Context: an optimization exercise on an open-source flow, tuned for small area. The choices shown serve that exercise and are no tape-out recipe.
RTL that was checked went through simulation tests only; none was proved equivalent to the original.
Power and IR drop assume default switching activity.

==> inputs of run D <==
==> flow/design.v <==
module id_decode_pipe #(
  parameter int XLEN = 32,
  parameter int NREG = 32,
  parameter int AW   = $clog2(NREG)
) (
  input  logic            clk,
  input  logic            rst,
  input  logic            in_valid,
  output logic            in_ready,
  input  logic [XLEN-1:0] in_pc,
  input  logic [31:0]     in_instr,
  input  logic            hz_stall,
  input  logic            flush,
  input  logic            wb_we,
  input  logic [AW-1:0]   wb_rd,
  input  logic [XLEN-1:0] wb_data,
  input  logic            mem_we,
  input  logic [AW-1:0]   mem_rd,
  input  logic [XLEN-1:0] mem_data,
  output logic            out_valid,
  input  logic            out_ready,
  output logic [AW-1:0]   out_rs1,
  output logic [AW-1:0]   out_rs2,
  output logic [AW-1:0]   out_rd,
  output logic [XLEN-1:0] out_rs1_data,
  output logic [XLEN-1:0] out_rs2_data,
  output logic [XLEN-1:0] out_imm,
  output logic [2:0]      out_funct3,
  output logic [6:0]      out_ctrl,
  output logic            br_taken,
  output logic [XLEN-1:0] br_target
);
  localparam logic [6:0] OPC_R      = 7'b0110011;
  localparam logic [6:0] OPC_IMM    = 7'b0010011;
  localparam logic [6:0] OPC_LOAD   = 7'b0000011;
  localparam logic [6:0] OPC_STORE  = 7'b0100011;
  localparam logic [6:0] OPC_LUI    = 7'b0110111;
  localparam logic [6:0] OPC_BRANCH = 7'b1100011;
  localparam logic [2:0] CL_NONE   = 3'd0;
  localparam logic [2:0] CL_R      = 3'd1;
  localparam logic [2:0] CL_IMM    = 3'd2;
  localparam logic [2:0] CL_LOAD   = 3'd3;
  localparam logic [2:0] CL_STORE  = 3'd4;
  localparam logic [2:0] CL_LUI    = 3'd5;
  localparam logic [2:0] CL_BRANCH = 3'd6;
  logic [NREG-1:1][XLEN-1:0] rf_q;
  logic [XLEN-1:0] wr_data;
  logic [NREG-1:1] wr_en;
  assign wr_data = wb_data & {XLEN{~rst}};
  always_comb begin
    for (int i = 1; i < NREG; i++) begin
      wr_en[i] = rst | (wb_we && (wb_rd == AW'(i)));
    end
  end
  always_ff @(posedge clk) begin
    for (int i = 1; i < NREG; i++) begin
      if (wr_en[i]) rf_q[i] <= wr_data;
    end
  end
  logic [AW-1:0]   rs1_s, rs2_s;
  logic [XLEN-1:0] rs1_val_s, rs2_val_s;
  logic [AW-1:0]   rd_idx [2];
  logic [XLEN-1:0] rd_val [2];
  assign rs1_s     = in_instr[19:15];
  assign rs2_s     = in_instr[24:20];
  assign rd_idx[0] = rs1_s;
  assign rd_idx[1] = rs2_s;
  for (genvar p = 0; p < 2; p++) begin : g_rd
    logic            nz, m_hit, w_hit;
    logic [32:0]     sel;
    assign nz    = (rd_idx[p] != '0);
    assign m_hit = nz && mem_we && (mem_rd == rd_idx[p]);
    assign w_hit = nz && !m_hit && wb_we && (wb_rd == rd_idx[p]);
    always_comb begin
      sel[0] = m_hit;
      sel[1] = w_hit;
      for (int i = 1; i < NREG; i++) begin
        sel[i+1] = (rd_idx[p] == AW'(i)) && !m_hit && !w_hit;
      end
    end
    for (genvar b = 0; b < XLEN; b++) begin : g_bit
      logic [32:0] d;
      always_comb begin
        d[0] = mem_data[b];
        d[1] = wb_data[b];
        for (int i = 1; i < NREG; i++) d[i+1] = rf_q[i][b];
      end
      idp_rd_bit u_bit (.d(d), .s(sel), .y(rd_val[p][b]));
    end
  end
  assign rs1_val_s = rd_val[0];
  assign rs2_val_s = rd_val[1];
  logic [6:0]  opcode_s;
  logic [2:0]  funct3_s;
  logic        is_branch_s;
  logic [32:0] diff_s;
  logic        eq_s, ltu_s, lts_s, br_cond_s;
  logic        in_ready_s, accept_s;
  assign opcode_s    = in_instr[6:0];
  assign funct3_s    = in_instr[14:12];
  assign is_branch_s = (opcode_s == OPC_BRANCH);
  assign diff_s = {1'b0, rs1_val_s} - {1'b0, rs2_val_s};
  assign eq_s   = (rs1_val_s == rs2_val_s);
  assign ltu_s  = diff_s[32];
  assign lts_s  = ltu_s ^ rs1_val_s[XLEN-1] ^ rs2_val_s[XLEN-1];
  always_comb begin
    case (funct3_s)
      3'b000:  br_cond_s = eq_s;
      3'b001:  br_cond_s = !eq_s;
      3'b100:  br_cond_s = lts_s;
      3'b101:  br_cond_s = !lts_s;
      3'b110:  br_cond_s = ltu_s;
      3'b111:  br_cond_s = !ltu_s;
      default: br_cond_s = 1'b0;
    endcase
  end
  assign in_ready_s = !rst && !hz_stall && !flush && (!out_valid || out_ready);
  assign accept_s   = in_valid && in_ready_s;
  assign in_ready  = in_ready_s;
  assign br_taken  = accept_s && is_branch_s && br_cond_s;
  assign br_target = in_pc + {{19{in_instr[31]}}, in_instr[31], in_instr[7], in_instr[30:25],
                              in_instr[11:8], 1'b0};
  logic [2:0]      class_s;
  logic [31:7]     q_ins;
  logic [2:0]      q_class;
  logic [XLEN-1:0] q_rs1_data, q_rs2_data;
  logic            valid_q;
  always_comb begin
    case (opcode_s)
      OPC_R:      class_s = CL_R;
      OPC_IMM:    class_s = CL_IMM;
      OPC_LOAD:   class_s = CL_LOAD;
      OPC_STORE:  class_s = CL_STORE;
      OPC_LUI:    class_s = CL_LUI;
      OPC_BRANCH: class_s = CL_BRANCH;
      default:    class_s = CL_NONE;
    endcase
  end
  always_ff @(posedge clk) begin
    if (rst) begin
      valid_q <= 1'b0;
    end else if (flush) begin
      valid_q <= 1'b0;
    end else if (accept_s) begin
      valid_q <= 1'b1;
    end else if (out_ready) begin
      valid_q <= 1'b0;
    end
  end
  always_ff @(posedge clk) begin
    if (!flush && accept_s) begin
      q_ins      <= in_instr[31:7];
      q_class    <= class_s;
      q_rs1_data <= rs1_val_s;
      q_rs2_data <= rs2_val_s;
    end
  end
  logic [XLEN-1:0] imm_o;
  logic [6:0]      ctrl_o;
  always_comb begin
    imm_o  = '0;
    ctrl_o = 7'b0000000;
    case (q_class)
      CL_R: begin
        ctrl_o = (q_ins[30] && (q_ins[14:12] == 3'b000)) ? 7'b0100100 : 7'b0100010;
      end
      CL_IMM: begin
        imm_o  = {{20{q_ins[31]}}, q_ins[31:20]};
        ctrl_o = 7'b0100001;
      end
      CL_LOAD: begin
        imm_o  = {{20{q_ins[31]}}, q_ins[31:20]};
        ctrl_o = 7'b1101001;
      end
      CL_STORE: begin
        imm_o  = {{20{q_ins[31]}}, q_ins[31:25], q_ins[11:7]};
        ctrl_o = 7'b0010001;
      end
      CL_LUI: begin
        imm_o  = {q_ins[31:12], 12'h000};
        ctrl_o = 7'b0100001;
      end
      CL_BRANCH: begin
        imm_o  = {{20{q_ins[31]}}, q_ins[7], q_ins[30:25], q_ins[11:8], 1'b0};
      end
      default: ;
    endcase
  end
  assign out_valid    = valid_q;
  assign out_rs1      = q_ins[19:15];
  assign out_rs2      = q_ins[24:20];
  assign out_rd       = q_ins[11:7];
  assign out_funct3   = q_ins[14:12];
  assign out_rs1_data = q_rs1_data;
  assign out_rs2_data = q_rs2_data;
  assign out_imm      = imm_o;
  assign out_ctrl     = ctrl_o;
endmodule
module idp_rd_bit (
  input  logic [32:0] d,
  input  logic [32:0] s,
  output logic        y
);
  logic [10:0] n;
  for (genvar g = 0; g < 11; g++) begin : g_aoi
    idp_aoi222 u_aoi (
      .a1(d[3*g]),   .a2(s[3*g]),
      .b1(d[3*g+1]), .b2(s[3*g+1]),
      .c1(d[3*g+2]), .c2(s[3*g+2]),
      .y(n[g])
    );
  end
  assign y = ~&n;
endmodule
module idp_aoi222 (
  input  logic a1, a2, b1, b2, c1, c2,
  output logic y
);
  assign y = ~((a1 & a2) | (b1 & b2) | (c1 & c2));
endmodule
==> flow/run.sh <==
#!/bin/bash
# synth_recipe.tcl (not shown) runs the flow's synth.tcl, then flattens the netlist and writes it again
# the make line also repeats each setting of config.mk as NAME=value (left out here)
make -C /OpenROAD-flow-scripts/flow DESIGN_CONFIG=/design/flow/config.mk WORK_HOME=/design/flow/orfs CLKGATE_MAP_FILE= SYNTH_SCRIPT=/design/flow/synth_recipe.tcl finish
==> flow/config.mk <==
export PLATFORM = sky130hd
export DESIGN_NAME = id_decode_pipe
export DESIGN_NICKNAME = id_decode_pipe
export VERILOG_FILES = /design/flow/design.v
export SDC_FILE = /design/flow/constraint.sdc
export NUM_CORES = 4
export LEC_CHECK = 0
export CAP_MARGIN = 20
export CORE_MARGIN = 2
export CORE_UTILIZATION = 40
export SLEW_MARGIN = 20
export SYNTH_HIERARCHICAL = 1
==> flow/constraint.sdc <==
create_clock -name core_clock -period 11.0 [get_ports {clk}]
set_input_delay 2.2000 -clock core_clock [delete_from_list [all_inputs] [get_ports {clk}]]
set_output_delay 2.2000 -clock core_clock [all_outputs]
set_load 0.01 [all_outputs]
==> run Z: changes against run D <==
--- a/flow/design.v
+++ b/flow/design.v
@@ -45,17 +45,24 @@
   localparam logic [2:0] CL_BRANCH = 3'd6;
   logic [NREG-1:1][XLEN-1:0] rf_q;
   logic [XLEN-1:0] wr_data;
-  logic [NREG-1:1] wr_en;
+  logic [NREG-1:1] wr_en, wr_en_n;
+  logic [NREG-1:1][XLEN-1:0] rf_nx;
   assign wr_data = wb_data & {XLEN{~rst}};
   always_comb begin
     for (int i = 1; i < NREG; i++) begin
       wr_en[i] = rst | (wb_we && (wb_rd == AW'(i)));
     end
   end
+  assign wr_en_n = ~wr_en;
+  for (genvar i = 1; i < NREG; i++) begin : g_rf
+    for (genvar b = 0; b < XLEN; b++) begin : g_b
+      idp_hold u_hold (
+        .q(rf_q[i][b]), .hn(wr_en_n[i]), .d(wr_data[b]), .h(wr_en[i]), .y(rf_nx[i][b])
+      );
+    end
+  end
   always_ff @(posedge clk) begin
-    for (int i = 1; i < NREG; i++) begin
-      if (wr_en[i]) rf_q[i] <= wr_data;
-    end
+    rf_q <= rf_nx;
   end
   logic [AW-1:0]   rs1_s, rs2_s;
   logic [XLEN-1:0] rs1_val_s, rs2_val_s;
@@ -118,8 +125,28 @@
   assign accept_s   = in_valid && in_ready_s;
   assign in_ready  = in_ready_s;
   assign br_taken  = accept_s && is_branch_s && br_cond_s;
-  assign br_target = in_pc + {{19{in_instr[31]}}, in_instr[31], in_instr[7], in_instr[30:25],
-                              in_instr[11:8], 1'b0};
+  logic [12:1]  bimm_lo;
+  logic [13:1]  cy;
+  logic [31:13] pfx_one, pfx_zero;
+  logic         tgt_inc, tgt_dec;
+  assign bimm_lo = {in_instr[31], in_instr[7], in_instr[30:25], in_instr[11:8]};
+  assign cy[1]   = 1'b0;
+  assign br_target[0] = in_pc[0];
+  for (genvar i = 1; i <= 12; i++) begin : g_tgt_lo
+    assign br_target[i] = in_pc[i] ^ bimm_lo[i] ^ cy[i];
+    assign cy[i+1]      = (in_pc[i] & bimm_lo[i]) | (cy[i] & (in_pc[i] ^ bimm_lo[i]));
+  end
+  assign tgt_inc      = cy[13] & ~in_instr[31];
+  assign tgt_dec      = ~cy[13] & in_instr[31];
+  assign pfx_one[13]  = 1'b1;
+  assign pfx_zero[13] = 1'b1;
+  for (genvar i = 14; i <= 31; i++) begin : g_tgt_pfx
+    assign pfx_one[i]  = pfx_one[i-1] & in_pc[i-1];
+    assign pfx_zero[i] = pfx_zero[i-1] & ~in_pc[i-1];
+  end
+  for (genvar i = 13; i <= 31; i++) begin : g_tgt_hi
+    assign br_target[i] = in_pc[i] ^ ((tgt_inc & pfx_one[i]) | (tgt_dec & pfx_zero[i]));
+  end
   logic [2:0]      class_s;
   logic [31:7]     q_ins;
   logic [2:0]      q_class;
@@ -147,14 +174,21 @@
       valid_q <= 1'b0;
     end
   end
+  localparam int IDEX_W = 25 + 3 + 2 * XLEN;
+  logic              idex_ld, idex_ld_n;
+  logic [IDEX_W-1:0] idex_q, idex_d, idex_nx;
+  assign idex_ld   = !flush && accept_s;
+  assign idex_ld_n = !idex_ld;
+  assign idex_d    = {in_instr[31:7], class_s, rs1_val_s, rs2_val_s};
+  for (genvar b = 0; b < IDEX_W; b++) begin : g_idex
+    idp_hold u_hold (
+      .q(idex_q[b]), .hn(idex_ld_n), .d(idex_d[b]), .h(idex_ld), .y(idex_nx[b])
+    );
+  end
   always_ff @(posedge clk) begin
-    if (!flush && accept_s) begin
-      q_ins      <= in_instr[31:7];
-      q_class    <= class_s;
-      q_rs1_data <= rs1_val_s;
-      q_rs2_data <= rs2_val_s;
-    end
-  end
+    idex_q <= idex_nx;
+  end
+  assign {q_ins, q_class, q_rs1_data, q_rs2_data} = idex_q;
   logic [XLEN-1:0] imm_o;
   logic [6:0]      ctrl_o;
   always_comb begin
@@ -218,3 +252,12 @@
 );
   assign y = ~((a1 & a2) | (b1 & b2) | (c1 & c2));
 endmodule
+module idp_hold (
+  input  logic q,
+  input  logic hn,
+  input  logic d,
+  input  logic h,
+  output logic y
+);
+  assign y = (q & hn) | (d & h);
+endmodule
==> flow/flow/run.sh (new file) <==
#!/bin/bash
# The standard layout (standard.sh, standard synthesis) with two changes:
#  - port buffers use the smallest buffer cell (buf_1) instead of the flow's default pick;
#  - the clock tree uses clkbuf_4 buffers in small clusters and no dummy loads.
# Each make step's full output is in orfs/logs/...; this script's own output is in flow_run.log.
set -euo pipefail
export BUFFER_PORTS_ARGS="-buffer_cell sky130_fd_sc_hd__buf_1"
export CTS_ARGS="-sink_clustering_enable -repair_clock_nets -dont_use_dummy_load -buf_list {sky130_fd_sc_hd__clkbuf_4} -sink_clustering_size 8 -sink_clustering_max_diameter 35"
bash standard.sh > flow_run.log 2>&1
==> flow/standard.sh (new file) <==
#!/bin/bash
# synth_recipe.tcl (not shown) runs the flow's synth.tcl, then flattens the netlist and writes it again
# the make line also repeats each setting of config.mk as NAME=value (left out here)
make -C /OpenROAD-flow-scripts/flow DESIGN_CONFIG=/design/flow/config.mk WORK_HOME=/design/flow/orfs CLKGATE_MAP_FILE= SYNTH_SCRIPT=/design/flow/synth_recipe.tcl "${@:-finish}"
removed: flow/run.sh
==> run K: changes against run D <==
--- a/flow/design.v
+++ b/flow/design.v
@@ -47,14 +47,21 @@
   logic [XLEN-1:0] wr_data;
   logic [NREG-1:1] wr_en;
   assign wr_data = wb_data & {XLEN{~rst}};
+  logic [NREG-1:1] wr_dec;
+  logic [NREG-1:1] wr_en_hi;
   always_comb begin
     for (int i = 1; i < NREG; i++) begin
-      wr_en[i] = rst | (wb_we && (wb_rd == AW'(i)));
-    end
+      wr_dec[i] = wb_we && (wb_rd == AW'(i));
+    end
+  end
+  for (genvar i = 1; i < NREG; i++) begin : g_wen
+    idp_or2 u_lo (.a(rst), .b(wr_dec[i]), .y(wr_en[i]));
+    idp_or2 u_hi (.a(rst), .b(wr_dec[i]), .y(wr_en_hi[i]));
   end
   always_ff @(posedge clk) begin
     for (int i = 1; i < NREG; i++) begin
-      if (wr_en[i]) rf_q[i] <= wr_data;
+      if (wr_en[i])    rf_q[i][XLEN/2-1:0]    <= wr_data[XLEN/2-1:0];
+      if (wr_en_hi[i]) rf_q[i][XLEN-1:XLEN/2] <= wr_data[XLEN-1:XLEN/2];
     end
   end
   logic [AW-1:0]   rs1_s, rs2_s;
@@ -67,16 +74,23 @@
   assign rd_idx[1] = rs2_s;
   for (genvar p = 0; p < 2; p++) begin : g_rd
     logic            nz, m_hit, w_hit;
-    logic [32:0]     sel;
-    assign nz    = (rd_idx[p] != '0);
-    assign m_hit = nz && mem_we && (mem_rd == rd_idx[p]);
-    assign w_hit = nz && !m_hit && wb_we && (wb_rd == rd_idx[p]);
+    logic            no_hit;
+    logic [NREG-1:1] dec;
+    logic [32:0]     sel, sel_hi;
+    assign nz     = (rd_idx[p] != '0);
+    assign m_hit  = nz && mem_we && (mem_rd == rd_idx[p]);
+    assign w_hit  = nz && !m_hit && wb_we && (wb_rd == rd_idx[p]);
+    assign no_hit = !m_hit && !w_hit;
     always_comb begin
-      sel[0] = m_hit;
-      sel[1] = w_hit;
-      for (int i = 1; i < NREG; i++) begin
-        sel[i+1] = (rd_idx[p] == AW'(i)) && !m_hit && !w_hit;
-      end
+      for (int i = 1; i < NREG; i++) dec[i] = (rd_idx[p] == AW'(i));
+    end
+    assign sel[0]    = m_hit;
+    assign sel[1]    = w_hit;
+    assign sel_hi[0] = m_hit;
+    assign sel_hi[1] = w_hit;
+    for (genvar i = 1; i < NREG; i++) begin : g_sel
+      idp_and2 u_lo (.a(dec[i]), .b(no_hit), .y(sel[i+1]));
+      idp_and2 u_hi (.a(dec[i]), .b(no_hit), .y(sel_hi[i+1]));
     end
     for (genvar b = 0; b < XLEN; b++) begin : g_bit
       logic [32:0] d;
@@ -85,7 +99,7 @@
         d[1] = wb_data[b];
         for (int i = 1; i < NREG; i++) d[i+1] = rf_q[i][b];
       end
-      idp_rd_bit u_bit (.d(d), .s(sel), .y(rd_val[p][b]));
+      idp_rd_bit u_bit (.d(d), .s((b < XLEN/2) ? sel : sel_hi), .y(rd_val[p][b]));
     end
   end
   assign rs1_val_s = rd_val[0];
@@ -118,8 +132,28 @@
   assign accept_s   = in_valid && in_ready_s;
   assign in_ready  = in_ready_s;
   assign br_taken  = accept_s && is_branch_s && br_cond_s;
-  assign br_target = in_pc + {{19{in_instr[31]}}, in_instr[31], in_instr[7], in_instr[30:25],
-                              in_instr[11:8], 1'b0};
+  logic [12:1]  bimm_lo;
+  logic [13:1]  cy;
+  logic [31:13] pfx_one, pfx_zero;
+  logic         tgt_inc, tgt_dec;
+  assign bimm_lo = {in_instr[31], in_instr[7], in_instr[30:25], in_instr[11:8]};
+  assign cy[1]   = 1'b0;
+  assign br_target[0] = in_pc[0];
+  for (genvar i = 1; i <= 12; i++) begin : g_tgt_lo
+    assign br_target[i] = in_pc[i] ^ bimm_lo[i] ^ cy[i];
+    assign cy[i+1]      = (in_pc[i] & bimm_lo[i]) | (cy[i] & (in_pc[i] ^ bimm_lo[i]));
+  end
+  assign tgt_inc      = cy[13] & ~in_instr[31];
+  assign tgt_dec      = ~cy[13] & in_instr[31];
+  assign pfx_one[13]  = 1'b1;
+  assign pfx_zero[13] = 1'b1;
+  for (genvar i = 14; i <= 31; i++) begin : g_tgt_pfx
+    assign pfx_one[i]  = pfx_one[i-1] & in_pc[i-1];
+    assign pfx_zero[i] = pfx_zero[i-1] & ~in_pc[i-1];
+  end
+  for (genvar i = 13; i <= 31; i++) begin : g_tgt_hi
+    assign br_target[i] = in_pc[i] ^ ((tgt_inc & pfx_one[i]) | (tgt_dec & pfx_zero[i]));
+  end
   logic [2:0]      class_s;
   logic [31:7]     q_ins;
   logic [2:0]      q_class;
@@ -218,3 +252,15 @@
 );
   assign y = ~((a1 & a2) | (b1 & b2) | (c1 & c2));
 endmodule
+module idp_or2 (
+  input  logic a, b,
+  output logic y
+);
+  assign y = a | b;
+endmodule
+module idp_and2 (
+  input  logic a, b,
+  output logic y
+);
+  assign y = a & b;
+endmodule
==> flow/flow/run.sh (new file) <==
#!/bin/bash
# The standard layout (standard.sh, standard synthesis) with two changes:
#  - port buffers use the smallest buffer cell (buf_1) instead of the flow's default pick;
#  - the clock tree uses small clock buffers in small clusters and no dummy loads.
# Each make step's full output is in orfs/logs/...; this script's own output is in flow_run.log.
set -euo pipefail
export BUFFER_PORTS_ARGS="-buffer_cell sky130_fd_sc_hd__buf_1"
export CTS_ARGS="-sink_clustering_enable -repair_clock_nets -dont_use_dummy_load -buf_list {sky130_fd_sc_hd__clkbuf_4 sky130_fd_sc_hd__clkbuf_8} -sink_clustering_size 16 -sink_clustering_max_diameter 50"
bash standard.sh > flow_run.log 2>&1
==> flow/standard.sh (new file) <==
#!/bin/bash
# synth_recipe.tcl (not shown) runs the flow's synth.tcl, then flattens the netlist and writes it again
# the make line also repeats each setting of config.mk as NAME=value (left out here)
make -C /OpenROAD-flow-scripts/flow DESIGN_CONFIG=/design/flow/config.mk WORK_HOME=/design/flow/orfs CLKGATE_MAP_FILE= SYNTH_SCRIPT=/design/flow/synth_recipe.tcl "${@:-finish}"
CAP_MARGIN = 10   (was 20)
CORE_UTILIZATION = 60   (was 40)
SLEW_MARGIN = 10   (was 20)
removed: flow/run.sh
==> comparison <==
Run D ran to the end with no violations. Run Z went through all stages and came out clean. Run K ran to the end with violations: setup timing.
The highest critical path depth belongs to run D, the lowest to run Z.
The lowest routed wire length belongs to run K, the highest to run Z.
Fmax: run Z > run D > run K.
Die area: run K < run Z < run D.
Clock power, highest first: run D, run Z, run K.
Sequential share of layout area, highest first: run K, run D, run Z.
The RTL of run K was laid out without a check of its function.

-- port drivers added, routing unchanged --
Ports are ideal in the flow. The routed layouts listed here were re-timed in OpenROAD. Step 1 assumes that a clkbuf_16 drives the clock port and a buf_2 every other input. Step 2 times the ports against the registers' clock, not the clock port: input delays grow and output delays shrink by t, the midpoint of the rising clock arrivals with the driver on. Three values: ideal, step 1, step 2; two values: the first two.
| run | t, ns | slack for setup (ns) | latest minus earliest clock arrival (ns) |
|---|---|---|---|
| run D | 0.781 | 0.190 / 0.156 / 0.156 | 0.037 / 0.038 |
| run Z | 1.179 | 0.286 / 0.247 / 0.247 | 0.194 / 0.193 |
| run K | 0.782 | -0.356 / -0.402 / -0.402 | 0.123 / 0.123 |
The setup slack of run K, which loses most, moves by -0.046 ns with the drivers and by -0.046 ns with both steps.
